What follows belongs to an exercise in optimizing a design on an open flow for small area, a short achievable clock period and few clock cycles; a production flow would make more cautious choices.
At most, simulation tests tie the RTL to the original design; equivalence was not proved.
No activity file was given, so power comes from the tool's default toggle rates.

Design machine_run_hour_meter, start of the top module:
module machine_run_hour_meter
(
   input  logic         clock,
   input  logic         reset,
   input  logic         req_tvalid,
   output logic         req_tready,
   input  logic [39:0]  req_tdata,    
   output logic         rsp_tvalid,
   input  logic         rsp_tready,
   output logic [135:0] rsp_tdata,
   input  logic                               csr_we,
   input  mrhm_pkg::csr_index_type            csr_index,
   input  logic [mrhm_pkg::CSR_DATA_BITS-1:0] csr_wdata
);
   mrhm_pkg::cfg_type                 cfg_ff;
   logic                              run_ff, pause_ff;
   logic [mrhm_pkg::DEBOUNCE_BITS-1:0] stable_ff;
   logic                              stable_ge_ff;
   logic [mrhm_pkg::COUNT_BITS-1:0]   elapsed1_ff;
   logic                              elapsed_max_ff;
   logic [mrhm_pkg::TICKS_BITS-1:0]   run_sum_ff;
   logic [mrhm_pkg::TICKS_BITS-1:0]   on_ff, off_ff;
   logic [mrhm_pkg::SECONDS_BITS-1:0] start_ff, end_ff;
   logic                              prev_run_ff, prev_pause_ff;
   mrhm_pkg::event_type               rsp_event;
  ...
Size: roughly 1400 cells after synthesis, roughly 220 I/O pins, ~12000 sq um of cells after synthesis.
Settings: LEC_CHECK=0, CAP_MARGIN=20, CORE_MARGIN=2, CORE_UTILIZATION=60, CTS_CLUSTER_DIAMETER=100, CTS_CLUSTER_SIZE=30, PLACE_DENSITY=0.75, SETUP_SLACK_MARGIN=2.75, SLEW_MARGIN=20; clock period 5.0 ns.
standard.sh (not shown) runs the stock make flow with config.mk's settings and CLKGATE_MAP_FILE= SYNTH_SCRIPT=/design/flow/synth_recipe.tcl, a recipe that flattens the netlist after the stock synthesis.
==> flow/flow/run.sh <==
#!/bin/bash
export BUFFER_PORTS_ARGS="-buffer_cell sky130_fd_sc_hd__buf_1"
bash standard.sh finish > standard.log 2>&1
Testbench counts at the start, summed over its fixed seeds: cycles 24,082.
==> next run, changes <==
- SETUP_SLACK_MARGIN: 2.75 -> 2.6
- TNS_END_PERCENT: not set -> 50
Outcome: Hold slack is about the same; synthesized cell count does not change; count of clock-buffer cells in the layout goes down by 1; wire length goes down by 5.7%; via count goes down by 1.8%; first-iteration DRC count goes up by 4.5%; power goes down by 1.2%; worst setup slack got worse by 0.025 ns; design area goes down by 3.0%.
==> next run, changes <==
- TNS_END_PERCENT: 50 -> not set
Non-clock buffer count shrinks by 9.
Cell count falls by 0.66%.
Via count is about the same.
Power went down by 0.32%.
Sequential power hardly moves.
==> next run, changes <==
- SETUP_SLACK_MARGIN: 2.6 -> 2.5
Die area is unchanged.
Power is about the same.
Global-route usage fell by 0.58 points.

* * *

machine_run_hour_meter, a different RTL version from the one above (not shown whole).
Size in the first run: roughly 1400 cells after synthesis, roughly 220 I/O pins, ~12000 sq um of cells after synthesis.
Settings: LEC_CHECK=0, CAP_MARGIN=20, CORE_MARGIN=2, CORE_UTILIZATION=50, CTS_CLUSTER_DIAMETER=100, CTS_CLUSTER_SIZE=30, PLACE_DENSITY=0.7, SETUP_SLACK_MARGIN=2.7, SLEW_MARGIN=20; clock period 5.0 ns.
Scripts as last shown in full above: flow/flow/run.sh
The baseline completed with no timing, DRC or antenna violations.
Testbench counts at the start, summed over its fixed seeds: cycles 24,082.
Edit:
Settings changed: CORE_UTILIZATION 50 to 60, PLACE_DENSITY 0.7 to 0.75.
First-iteration DRC count fell by 20%.
Critical path depth fell by 1.
Final area fell by 1.0%.
Via count hardly moves.
Synthesized area does not change.
Setup slack gains 0.071 ns.
Non-clock buffer count fell by 3.
Flip-flop and latch count does not change.
Edit:
Settings changed: SETUP_SLACK_MARGIN 2.7 to 2.8.
Cell count came out higher by 0.77%.
Register-to-register slack is about the same.
Die area is unchanged.
Hold slack is about the same.
Power went up by 0.76%.
Setup slack got worse by 0.056 ns.
Utilization climbs by 1.8 points.
Global-route usage shrinks by 0.40 points.
Non-clock buffer count climbs by 14.
Edit:
Settings changed: GPL_TIMING_DRIVEN set to 0, SETUP_SLACK_MARGIN 2.8 to 2.7.
Combinational power grows by about 3%.
Power is about the same.
Register-to-register slack stays flat.
Utilization shrinks by 0.27 points.
Edit:
Settings changed: CTS_CLUSTER_SIZE 30 to 25, GPL_TIMING_DRIVEN 0 to not set.
Effect: Core utilization fell by 1.3 points; wire length fell by a little under a tenth; sequential share of layout area rose by 0.78 points.
Edit:
Settings changed: CTS_BUF_LIST set to sky130_fd_sc_hd__clkbuf_8 sky130_fd_sc_hd__clkbuf_16, CTS_CLUSTER_SIZE 25 to 30.
The changed run completed with no timing, DRC or antenna violations.
Routed wire length goes down by about 0.6%.
Hold slack stays flat.
Via count is about the same.
Sequential share of layout area goes up by 0.33 points.
Final area decreases by about 0.8%.

* * *

Another version of the RTL of machine_run_hour_meter (not shown whole).
Size in the first run: roughly 1,300 cells after synthesis, about 250 flip-flops, roughly 220 I/O pins, roughly 12,000 sq um of cells after synthesis.
==> flow/config.mk <==
export PLATFORM = sky130hd
export DESIGN_NAME = machine_run_hour_meter
export DESIGN_NICKNAME = machine_run_hour_meter
export VERILOG_FILES = /design/flow/design.v
export SDC_FILE = /design/flow/constraint.sdc
export NUM_CORES = 4
export LEC_CHECK = 0
export CAP_MARGIN = 20
export CORE_MARGIN = 2
export CORE_UTILIZATION = 40
export CTS_CLUSTER_DIAMETER = 100
export CTS_CLUSTER_SIZE = 30
export SETUP_SLACK_MARGIN = 2.5
export SLEW_MARGIN = 20
==> flow/constraint.sdc <==
create_clock -name core_clock -period 5.0 [get_ports {clock}]
set_input_delay 1.0000 -clock core_clock [delete_from_list [all_inputs] [get_ports {clock}]]
set_output_delay 1.0000 -clock core_clock [all_outputs]
set_load 0.01 [all_outputs]
Scripts as last shown in full above: flow/flow/run.sh
The baseline ran to the end with no violations.
==> next run, changes <==
CORE_UTILIZATION = 60   (was 40)
PLACE_DENSITY = 0.75   (was unset)
Result: Clock-buffer cell count climbs by 3. Hold slack hardly moves. Worst setup slack is worse by 0.035 ns. Fmax drops slightly. Die area drops by a quarter to a third.
No functional check of the RTL was part of any run of this note.

* * *

## run A
machine_run_hour_meter, a different RTL version from the one above (not shown whole).
Size in the first run: ~250 flip-flops, roughly 220 I/O pins, roughly 12000 um^2 of cells after synthesis.
Settings: LEC_CHECK=0, CAP_MARGIN=20, CORE_MARGIN=2, CORE_UTILIZATION=40, SETUP_SLACK_MARGIN=3.0, SLEW_MARGIN=20; clock period 5.0 ns.
Scripts as last shown in full above: flow/flow/run.sh
Testbench counts of run A, summed over its fixed seeds: cycles 24,082.
#### Input delta (run B over run A)
# run A
export LEC_CHECK = 0
export CAP_MARGIN = 20
export CORE_MARGIN = 2
export CORE_UTILIZATION = 40
export SETUP_SLACK_MARGIN = 3.0
export SLEW_MARGIN = 20
create_clock -name core_clock -period 5.0 [get_ports {clock}]
# run B
export LEC_CHECK = 0
export CAP_MARGIN = 20
export CORE_MARGIN = 2
export CORE_UTILIZATION = 40
export SETUP_SLACK_MARGIN = 2.0
export SLEW_MARGIN = 20
create_clock -name core_clock -period 5.0 [get_ports {clock}]
[summary]
Run B: done, clean on timing, DRC and antenna. Compared run B against run A; hold slack within noise. Re wire length: run A was higher than run B. STATUS worst setup slack: run B loses against run A. Of run B and run A, it is run B that has the lower met1 track demand over resource. Diff run A -> run B: multi-input combinational area share increased by 2.8 points relative to the old numbers; total power decreased by 2.3% relative to the old numbers; cell area after layout decreased by 28% relative to the old numbers. Total via count after detailed routing on run B is ahead of run A.
## Diff of input files: run C against run B
# run B
export LEC_CHECK = 0
export CAP_MARGIN = 20
export CORE_MARGIN = 2
export CORE_UTILIZATION = 40
export SETUP_SLACK_MARGIN = 2.0
export SLEW_MARGIN = 20
create_clock -name core_clock -period 5.0 [get_ports {clock}]
# run C
export LEC_CHECK = 0
export CAP_MARGIN = 20
export CORE_MARGIN = 2
export CORE_UTILIZATION = 40
export CTS_CLUSTER_DIAMETER = 100
export CTS_CLUSTER_SIZE = 30
export SETUP_SLACK_MARGIN = 2.5
export SLEW_MARGIN = 20
create_clock -name core_clock -period 5.0 [get_ports {clock}]
## What came out
Combinational group power (run C vs. run B) increases by more than 10%. Path depth of the worst reg2reg path: run C and run B compared, higher one is run C. From run C to run B, area after synthesis did not move at all. Lower count of clock-buffer cells in the layout goes to run C over run B.
diff inputs: run C => run D
# run C
export LEC_CHECK = 0
export CAP_MARGIN = 20
export CORE_MARGIN = 2
export CORE_UTILIZATION = 40
export CTS_CLUSTER_DIAMETER = 100
export CTS_CLUSTER_SIZE = 30
export SETUP_SLACK_MARGIN = 2.5
export SLEW_MARGIN = 20
create_clock -name core_clock -period 5.0 [get_ports {clock}]
# run D
export LEC_CHECK = 0
export CAP_MARGIN = 20
export CORE_MARGIN = 2
export CORE_UTILIZATION = 40
export SETUP_SLACK_MARGIN = 2.5
export SLEW_MARGIN = 20
create_clock -name core_clock -period 5.0 [get_ports {clock}]
### Flow results
- On post-route minimum period, run C beats run D.
- | wire length after detailed routing | run D vs run C | 0.90% higher |
- Compared with run C, in run D global routing usage on met2 neither gained nor lost much; data required time of the critical path picked up an extra 30 ps; hold slack lost 8.5 ps; global-route wire length before repair picked up an extra 770 um.
- Run D vs run C — combinational group share of total power dropped 1.8 points.

* * *

The RTL this note starts from:
==> flow/design.v <==
package mrhm_pkg;
   localparam int COUNT_BITS = 32;
   localparam int DEBOUNCE_BITS = 10;
   localparam int TIMEOUT_BITS  = 32;
   localparam int SECONDS_BITS  = 32;
   localparam int TICKS_BITS    = 32;
   localparam int CSR_DATA_BITS = 32;
   localparam logic [DEBOUNCE_BITS-1:0] DEBOUNCE_RESET = 10'd50;
   localparam logic [TIMEOUT_BITS-1:0]  TIMEOUT_RESET  = 32'd60000;
   typedef enum logic [0:0] {
      CSR_DEBOUNCE = 1'b0,
      CSR_TIMEOUT  = 1'b1
   } csr_index_type;
   typedef enum logic [1:0] {
      MODE_IDLE  = 2'd0,
      MODE_RUN   = 2'd1,
      MODE_PAUSE = 2'd2
   } mode_type;
   typedef enum logic [2:0] {
      EV_NONE   = 3'd0,
      EV_START  = 3'd1,
      EV_PAUSE  = 3'd2,
      EV_RESUME = 3'd3,
      EV_FINISH = 3'd4
   } event_type;
   typedef struct packed {
      logic [DEBOUNCE_BITS-1:0] debounce_ticks;
      logic [TIMEOUT_BITS-1:0]  timeout_ticks;
   } cfg_type;
   typedef struct packed {
      logic                     qualified_level;
      logic [DEBOUNCE_BITS-1:0] stable_count;
      mode_type                 run_mode;
      logic [COUNT_BITS-1:0]    elapsed;
      logic [COUNT_BITS-1:0]    on_total;
      logic [COUNT_BITS-1:0]    off_total;
      logic [SECONDS_BITS-1:0]  start_stamp;
      logic [SECONDS_BITS-1:0]  end_stamp;
   } meter_state_type;
endpackage
module mrhm_step
(
   input  logic                                       cur_run,
   input  logic                                       cur_pause,
   input  logic [mrhm_pkg::DEBOUNCE_BITS-1:0]         cur_stable,
   input  logic                                       cur_stable_ge,
   input  logic [mrhm_pkg::COUNT_BITS-1:0]            cur_elapsed1,
   input  logic                                       cur_elapsed_max,
   input  logic [mrhm_pkg::TICKS_BITS-1:0]            cur_run_sum,
   input  logic [mrhm_pkg::TICKS_BITS-1:0]            cur_on,
   input  logic [mrhm_pkg::TICKS_BITS-1:0]            cur_off,
   input  logic [mrhm_pkg::SECONDS_BITS-1:0]          cur_start,
   input  logic [mrhm_pkg::SECONDS_BITS-1:0]          cur_end,
   input  mrhm_pkg::cfg_type                          cfg,
   input  logic                                       raw_level,
   input  logic [mrhm_pkg::SECONDS_BITS-1:0]          wall_seconds,
   output logic                                       nxt_run,
   output logic                                       nxt_pause,
   output logic [mrhm_pkg::DEBOUNCE_BITS-1:0]         nxt_stable,
   output logic                                       nxt_stable_ge,
   output logic [mrhm_pkg::COUNT_BITS-1:0]            nxt_elapsed1,
   output logic                                       nxt_elapsed_max,
   output logic [mrhm_pkg::TICKS_BITS-1:0]            nxt_run_sum,
   output logic [mrhm_pkg::TICKS_BITS-1:0]            nxt_on,
   output logic [mrhm_pkg::TICKS_BITS-1:0]            nxt_off,
   output logic [mrhm_pkg::SECONDS_BITS-1:0]          nxt_start,
   output logic [mrhm_pkg::SECONDS_BITS-1:0]          nxt_end
);
   logic                             cur_idle;
   logic                             differs, counting, flip, timed_out;
   logic                             ev_start, ev_pause, ev_resume;
   logic [mrhm_pkg::DEBOUNCE_BITS-1:0] stable_inc;
   logic                             elapsed1_max;
   logic [mrhm_pkg::TICKS_BITS-1:0]  sum, other;
   assign cur_idle  = !cur_run && !cur_pause;
   assign differs    = raw_level ^ cur_run;
   assign counting   = differs && !cur_stable_ge;
   assign flip       = differs && cur_stable_ge;
   assign stable_inc = cur_stable + 1'b1;
   assign nxt_stable = counting ? stable_inc : '0;
   assign nxt_stable_ge = counting ? (cur_stable == cfg.debounce_ticks - 1'b1)
                                   : (cfg.debounce_ticks == '0);
   assign timed_out = cur_elapsed1 >= cfg.timeout_ticks;
   assign ev_start  = cur_idle  && flip;
   assign ev_pause  = cur_run   && flip;
   assign ev_resume = cur_pause && flip;
   assign nxt_run   = cur_run ^ flip;
   assign nxt_pause = ev_pause || (cur_pause && !flip && !timed_out);
   assign elapsed1_max    = &cur_elapsed1;
   assign nxt_elapsed1    = flip ? mrhm_pkg::COUNT_BITS'(1)
                          : elapsed1_max ? cur_elapsed1 : cur_elapsed1 + 1'b1;
   assign nxt_elapsed_max = !flip && elapsed1_max;
   assign sum   = cur_elapsed_max ? cur_run_sum : cur_run_sum + 1'b1;
   assign other = cur_run ? cur_off : cur_on;
   assign nxt_run_sum = !flip ? sum : cur_idle ? '0 : other;
   assign nxt_on    = ev_start ? '0 : ev_pause  ? sum : cur_on;
   assign nxt_off   = ev_start ? '0 : ev_resume ? sum : cur_off;
   assign nxt_start = ev_start ? wall_seconds : cur_start;
   assign nxt_end   = ev_pause ? wall_seconds : cur_end;
endmodule
module machine_run_hour_meter
(
   input  logic         clock,
   input  logic         reset,
   input  logic         req_tvalid,
   output logic         req_tready,
   input  logic [39:0]  req_tdata,    
   output logic         rsp_tvalid,
   input  logic         rsp_tready,
   output logic [135:0] rsp_tdata,
   input  logic                               csr_we,
   input  mrhm_pkg::csr_index_type            csr_index,
   input  logic [mrhm_pkg::CSR_DATA_BITS-1:0] csr_wdata
);
   mrhm_pkg::cfg_type                 cfg_ff;
   logic                              run_ff, pause_ff;
   logic [mrhm_pkg::DEBOUNCE_BITS-1:0] stable_ff;
   logic                              stable_ge_ff;
   logic [mrhm_pkg::COUNT_BITS-1:0]   elapsed1_ff;
   logic                              elapsed_max_ff;
   logic [mrhm_pkg::TICKS_BITS-1:0]   run_sum_ff;
   logic [mrhm_pkg::TICKS_BITS-1:0]   on_ff, off_ff;
   logic [mrhm_pkg::SECONDS_BITS-1:0] start_ff, end_ff;
   logic                              prev_run_ff, prev_pause_ff;
   mrhm_pkg::event_type               rsp_event;
   logic                              rsp_valid_ff;
   logic                              nxt_run, nxt_pause;
   logic [mrhm_pkg::DEBOUNCE_BITS-1:0] nxt_stable;
   logic                              nxt_stable_ge;
   logic [mrhm_pkg::COUNT_BITS-1:0]   nxt_elapsed1;
   logic                              nxt_elapsed_max;
   logic [mrhm_pkg::TICKS_BITS-1:0]   nxt_run_sum;
   logic [mrhm_pkg::DEBOUNCE_BITS-1:0] debounce_in;
   logic [mrhm_pkg::TICKS_BITS-1:0]   nxt_on, nxt_off;
   logic [mrhm_pkg::SECONDS_BITS-1:0] nxt_start, nxt_end;
   logic                              req_accept;
   assign req_tready = !rsp_valid_ff || rsp_tready;
   assign req_accept = req_tvalid && req_tready;
   always_ff @(posedge clock) begin
      if (reset) begin
         cfg_ff.debounce_ticks <= mrhm_pkg::DEBOUNCE_RESET;
         cfg_ff.timeout_ticks  <= mrhm_pkg::TIMEOUT_RESET;
      end else if (csr_we) begin
         if (csr_index == mrhm_pkg::CSR_DEBOUNCE)
            cfg_ff.debounce_ticks <= csr_wdata[mrhm_pkg::DEBOUNCE_BITS-1:0];
         else
            cfg_ff.timeout_ticks  <= csr_wdata[mrhm_pkg::TIMEOUT_BITS-1:0];
      end
   end
   assign debounce_in = (csr_we && csr_index == mrhm_pkg::CSR_DEBOUNCE)
                      ? csr_wdata[mrhm_pkg::DEBOUNCE_BITS-1:0] : cfg_ff.debounce_ticks;
   mrhm_step u_step (
      .cur_run      (run_ff),
      .cur_pause    (pause_ff),
      .cur_stable   (stable_ff),
      .cur_stable_ge (stable_ge_ff),
      .cur_elapsed1 (elapsed1_ff),
      .cur_elapsed_max (elapsed_max_ff),
      .cur_run_sum  (run_sum_ff),
      .cur_on       (on_ff),
      .cur_off      (off_ff),
      .cur_start    (start_ff),
      .cur_end      (end_ff),
      .cfg          (cfg_ff),
      .raw_level    (req_tdata[0] | req_tdata[1]),
      .wall_seconds (req_tdata[33:2]),
      .nxt_run      (nxt_run),
      .nxt_pause    (nxt_pause),
      .nxt_stable   (nxt_stable),
      .nxt_stable_ge (nxt_stable_ge),
      .nxt_elapsed1 (nxt_elapsed1),
      .nxt_elapsed_max (nxt_elapsed_max),
      .nxt_run_sum  (nxt_run_sum),
      .nxt_on       (nxt_on),
      .nxt_off      (nxt_off),
      .nxt_start    (nxt_start),
      .nxt_end      (nxt_end)
   );
   always_ff @(posedge clock) begin
      if (reset) begin
         run_ff      <= 1'b0;
         pause_ff    <= 1'b0;
         stable_ff   <= '0;
         on_ff       <= '0;
         off_ff      <= '0;
         start_ff    <= '0;
         end_ff      <= '0;
      end else if (req_accept) begin
         run_ff      <= nxt_run;
         pause_ff    <= nxt_pause;
         stable_ff   <= nxt_stable;
         on_ff       <= nxt_on;
         off_ff      <= nxt_off;
         start_ff    <= nxt_start;
         end_ff      <= nxt_end;
      end
   end
   always_ff @(posedge clock) begin
      if (req_accept) begin
         elapsed1_ff    <= nxt_elapsed1;
         elapsed_max_ff <= nxt_elapsed_max;
         run_sum_ff     <= nxt_run_sum;
      end
   end
   always_ff @(posedge clock) begin
      if (reset) begin
         stable_ge_ff <= 1'b0;
      end else if (req_accept) begin
         stable_ge_ff <= nxt_stable_ge;
      end else begin
         stable_ge_ff <= stable_ff >= debounce_in;
      end
   end
   always_ff @(posedge clock) begin
      if (req_accept) begin
         prev_run_ff   <= run_ff;
         prev_pause_ff <= pause_ff;
      end
   end
   assign rsp_event = mrhm_pkg::event_type'({
      prev_pause_ff && !run_ff && !pause_ff,
      (prev_run_ff && pause_ff) || (prev_pause_ff && run_ff),
      run_ff && !prev_run_ff});
   always_ff @(posedge clock) begin
      if (reset) begin
         rsp_valid_ff <= 1'b0;
      end else if (req_accept) begin
         rsp_valid_ff <= 1'b1;
      end else if (rsp_tready) begin
         rsp_valid_ff <= 1'b0;
      end
   end
   assign rsp_tvalid = rsp_valid_ff;
   assign rsp_tdata  = {3'b000, end_ff, start_ff, off_ff, on_ff,
                        pause_ff, run_ff, rsp_event};
endmodule
export LEC_CHECK = 0
export CAP_MARGIN = 20
export CORE_MARGIN = 2
export CORE_UTILIZATION = 40
export CTS_CLUSTER_DIAMETER = 100
export CTS_CLUSTER_SIZE = 30
export SETUP_SLACK_MARGIN = 2.7
export SLEW_MARGIN = 20
create_clock -name core_clock -period 5.0 [get_ports {clock}]
Scripts as last shown in full above: flow/flow/run.sh
The starting point finished clean.
Rerun with:
Settings changed: SETUP_SLACK_MARGIN 2.7 to 2.2.
Effect: The new run completed with no timing, DRC or antenna violations; synthesized area does not change; routed wire length decreases by 5.7%; first-iteration DRC count went down by 10%; synthesized cell count stays the same; maximum frequency fell by 11%; via count came out lower by 3.7%.
No functional check of the RTL was part of any run of this note.

==> what the ideal ports hide <==
How much do the figures lean on ideal ports? The routed layouts below were timed once more, with nothing changed but the port constraints. Step 1 (the two cells are an assumption about what drives the block):
set clk [get_ports {clock}]
set_driving_cell -lib_cell sky130_fd_sc_hd__clkbuf_16 $clk
set_driving_cell -lib_cell sky130_fd_sc_hd__buf_2 [delete_from_list [all_inputs] $clk]
Step 2 times the ports against the registers' clock, not the clock port: input delays grow and output delays shrink by t, the midpoint of the rising clock arrivals with the driver on. Three values: ideal, step 1, step 2; two values: the first two.
run	t, ns	setup slack, ns	slew at the worst register clock pin (ns)	cell pins on the clock port's net
the first run of note 1	0.528	2.630 / 2.592 / 2.291	0.12 / 0.12	1
the second run of note 1	0.530	2.605 / 2.556 / 2.164	0.12 / 0.12	1
the third run of note 1	0.527	2.635 / 2.593 / 2.185	0.12 / 0.12	1
the fourth run of note 1	0.524	2.596 / 2.550 / 2.097	0.12 / 0.12	1
the first run of note 2	0.538	2.658 / 2.608 / 2.173	0.12 / 0.12	1
the second run of note 2	0.528	2.730 / 2.682 / 2.242	0.12 / 0.12	1
the third run of note 2	0.536	2.674 / 2.623 / 2.233	0.12 / 0.12	1
the fourth run of note 2	0.530	2.406 / 2.359 / 2.236	0.12 / 0.12	1
the fifth run of note 2	0.529	2.723 / 2.677 / 2.260	0.10 / 0.10	1
the sixth run of note 2	0.527	2.729 / 2.682 / 2.250	0.12 / 0.12	1
the first run of note 3	0.530	2.525 / 2.525 / 2.004	0.12 / 0.12	1
the second run of note 3	0.530	2.490 / 2.505 / 1.981	0.12 / 0.12	1
run A	0.604	2.603 / 2.603 / 2.087	0.06 / 0.06	1
run B	0.590	2.129 / 2.162 / 1.572	0.06 / 0.06	1
run C	0.548	2.506 / 2.506 / 2.044	0.12 / 0.12	1
run D	0.609	2.455 / 2.455 / 1.976	0.06 / 0.06	1
the first run of note 5	0.538	2.605 / 2.598 / 2.086	0.12 / 0.12	1
the second run of note 5	0.536	2.322 / 2.272 / 1.819	0.12 / 0.12	1
After both steps setup and hold are still met in every run listed. The setup slack of run B, which loses most, moves by +0.033 ns with the drivers and by -0.557 ns with both steps.
